Context: an optimization exercise on an open-source flow, tuned for small area, a short achievable clock period and few clock cycles per item. The choices shown serve that exercise and are no tape-out recipe.
Only simulation tests tie the RTL to the original design; equivalence was not proved.

v27:
## mandel_iter_pipe
module mandel_iter_pipe #(
    parameter int WIDTH  = 16,
    parameter int FRAC   = 13,
    parameter int ITER_W = 8,
    parameter int STAGES = 4
) (
    input  logic              Clk,
    input  logic              Reset,
    input  logic              in_valid,
    output logic              in_ready,
    input  logic [WIDTH-1:0]  in_x,
    input  logic [WIDTH-1:0]  in_y,
    input  logic [WIDTH-1:0]  in_c1,
    input  logic [WIDTH-1:0]  in_c2,
    input  logic [ITER_W-1:0] in_div,
    input  logic              in_done,
    input  logic [ITER_W-1:0] max_iter,
    output logic              out_valid,
    input  logic              out_ready,
    output logic [WIDTH-1:0]  out_x,
    output logic [WIDTH-1:0]  out_y,
    output logic [WIDTH-1:0]  out_c1,
    output logic [WIDTH-1:0]  out_c2,
    output logic [ITER_W-1:0] out_div,
    output logic              out_done
);
    localparam int PW = 4 * WIDTH + ITER_W + 1;    
    logic          v_q [STAGES+1];
    logic [PW-1:0] b_q [STAGES+1];
    logic          en;
    assign en       = out_ready | ~out_valid;
    assign in_ready = en;
    always_ff @(posedge Clk or posedge Reset) begin
        if (Reset) begin
            v_q[0] <= 1'b0;
        end else if (en) begin
            v_q[0] <= in_valid;
        end
    end
    always_ff @(posedge Clk) begin
        if (en) begin
            b_q[0] <= {in_x, in_y, in_c1, in_c2, in_div, in_done};
        end
    end
    genvar s;
    generate
  ...
For scale: about 160 I/O pins.
export LEC_CHECK = 0
export CAP_MARGIN = 20
export CORE_MARGIN = 2
export CORE_UTILIZATION = 40
export SLEW_MARGIN = 20
export TNS_END_PERCENT = 10
create_clock -name core_clock -period 14.0 [get_ports {Clk}]
standard.sh (not shown) runs the stock make flow with config.mk's settings and CLKGATE_MAP_FILE= SYNTH_SCRIPT=/design/flow/synth_recipe.tcl, a recipe that flattens the netlist after the stock synthesis.
==> flow/flow/run.sh <==
#!/bin/bash
set -euo pipefail
MARGIN=${MARGIN:-6.5}
R=orfs/results/sky130hd/mandel_iter_pipe/base
bash standard.sh SETUP_SLACK_MARGIN=$MARGIN synth > standard_synth.log 2>&1
python3 flow/polarity.py $R/1_2_yosys.v $R/1_2_yosys_pol.v "$FLOW_HOME/platforms/sky130hd/lib/sky130_fd_sc_hd__tt_025C_1v80.lib" > polarity.log 2>&1
mv $R/1_2_yosys_pol.v $R/1_2_yosys.v
rm -f $R/1_synth.odb $R/1_synth.sdc
bash standard.sh SETUP_SLACK_MARGIN=$MARGIN finish > standard_make.log 2>&1
Other scripts of this flow, unchanged in this note and not shown: flow/flow/polarity.py
Testbench counts of v27, summed over its fixed seeds: cycles 3,240, items 3,200.
What v46 does differently from v27 at the input level:
Settings: TNS_END_PERCENT removed (was 10).
-- flow/flow/run.sh --
<<< v27, line 1
#!/bin/bash
set -euo pipefail
MARGIN=${MARGIN:-6.5}
R=orfs/results/sky130hd/mandel_iter_pipe/base
bash standard.sh SETUP_SLACK_MARGIN=$MARGIN synth > standard_synth.log 2>&1
>>> v46, line 1
#!/bin/bash
set -euo pipefail
MARGIN=${MARGIN:-6.25}
R=orfs/results/sky130hd/mandel_iter_pipe/base
bash standard.sh SETUP_SLACK_MARGIN=$MARGIN synth > standard_synth.log 2>&1
### Flow results
- Going from v27 to v46, number of antenna violations at the first check in global routing grows by 2.
- Capturing element of the worst setup path = b_q[3][0]$_SDFFCE_PP1P_: v27; capturing element of the worst setup path = b_q[2][57]$_DFFE_PP_: v46
- Critical path depth: higher on v46
- Post-layout minimum cycle time in v46 is 0.19 ns higher than in v27
- Compared with v27, v46 shows a met2 layer wire length in the routed design that is 880 um lower.
- v46 vs. v27: proportion of cell area occupied by multi-input gates shows an increase of 0.53 points, number of non-clock inverters in the layout shows no meaningful change.
- v46 ended up with a lower worst setup slack than v27 did.
> inputs changed (v46 -> v6)
Settings: SLEW_MARGIN: 20 -> 10; CAP_MARGIN: 20 -> 10.
-- flow/flow/run.sh --
<<< v46, line 1
#!/bin/bash
set -euo pipefail
MARGIN=${MARGIN:-6.25}
R=orfs/results/sky130hd/mandel_iter_pipe/base
bash standard.sh SETUP_SLACK_MARGIN=$MARGIN synth > standard_synth.log 2>&1
>>> v6, line 1
#!/bin/bash
set -euo pipefail
MARGIN=${MARGIN:-6.5}
R=orfs/results/sky130hd/mandel_iter_pipe/base
bash standard.sh SETUP_SLACK_MARGIN=$MARGIN synth > standard_synth.log 2>&1
[summary]
- v6 closes out successfully: all stages finished, all timing, DRC and antenna checks passed.
- Diff v46 and v6: met2 wire length lower in v46
- Relative to v46, count of buffers not belonging to the clock network in the layout increased by 64 in v6.
- In the tables for v46 and v6, fraction of area in registers reads lower with v6.
- v46 → v6: design area +1.7%, global-route wire length before repair climbed 3800 um, setup slack rose 0.12 ns, cell count now sits higher.
- Compared with v46, v6 shows a higher share of the core filled with cells in the final layout.
- Relative to v46, multi-input gate share of total cell area has gone down in v6.
The following lists how v59 was set up differently from v6:
Settings: TNS_END_PERCENT: unset -> 30; SLEW_MARGIN: 10 -> 20; CAP_MARGIN: 10 -> 20.
==> comparison <==
Side by side, post-route fraction of the period consumed by the critical path turned out lower in v59 than in v6.
The area growth from synthesis to layout on v6 is in line with that on v59.
Minimum clock period after layout down 0.085 ns in v59 wrt v6
Reported for v6 and v59, number of placement rows turned out identical to the last digit.
--- input diff v59..v7 ---
Settings: a deleted TNS_END_PERCENT that had been 30; an added ABC_AREA of 1.
-- flow/flow/run.sh --
<<< v59, line 1
#!/bin/bash
set -euo pipefail
MARGIN=${MARGIN:-6.5}
R=orfs/results/sky130hd/mandel_iter_pipe/base
bash standard.sh SETUP_SLACK_MARGIN=$MARGIN synth > standard_synth.log 2>&1
>>> v7, line 1
#!/bin/bash
set -euo pipefail
MARGIN=${MARGIN:-7.5}
R=orfs/results/sky130hd/mandel_iter_pipe/base
bash standard.sh SETUP_SLACK_MARGIN=$MARGIN synth > standard_synth.log 2>&1
[summary]
Against v59, v7 reports a count of buffering cells on the critical path with inverters included that is higher. For v59, the launching element of the worst setup path was b_q[2][48]$_DFFE_PP_, unlike v7, where it was b_q[2][42]$_DFFE_PP_.

==> static timing again, ports no longer ideal <==
The flow's constraints put no driver on any port. The routed layouts listed below were extracted and timed again, unchanged, in two steps.
Step 1 assumes that a clkbuf_16 drives the clock port and a buf_2 every other input.
Step 2 times the ports against the registers' clock, not the clock port: input delays grow and output delays shrink by t, the midpoint of the rising clock arrivals with the driver on.
a / b / c = no drivers / after step 1 / after step 2; a / b = the first two.
run	t, ns	setup slack, ns	worst register clock-pin slew, ns	worst slew at a driven data input, ns	pins driven straight from the clock port
v27	0.750	6.627 / 6.620 / 6.620	0.07 / 0.07	0.08	1
v46	0.743	6.433 / 6.428 / 6.428	0.07 / 0.07	0.08	1
v6	0.750	6.550 / 6.550 / 6.550	0.07 / 0.07	0.08	1
v59	0.751	6.635 / 6.622 / 6.622	0.07 / 0.07	0.08	1
v7	0.776	6.987 / 6.987 / 6.987	0.08 / 0.08	0.07	1
After both steps setup and hold are still met in every run listed. The setup slack of v59, which loses most, moves by -0.013 ns with the drivers and by -0.013 ns with both steps.
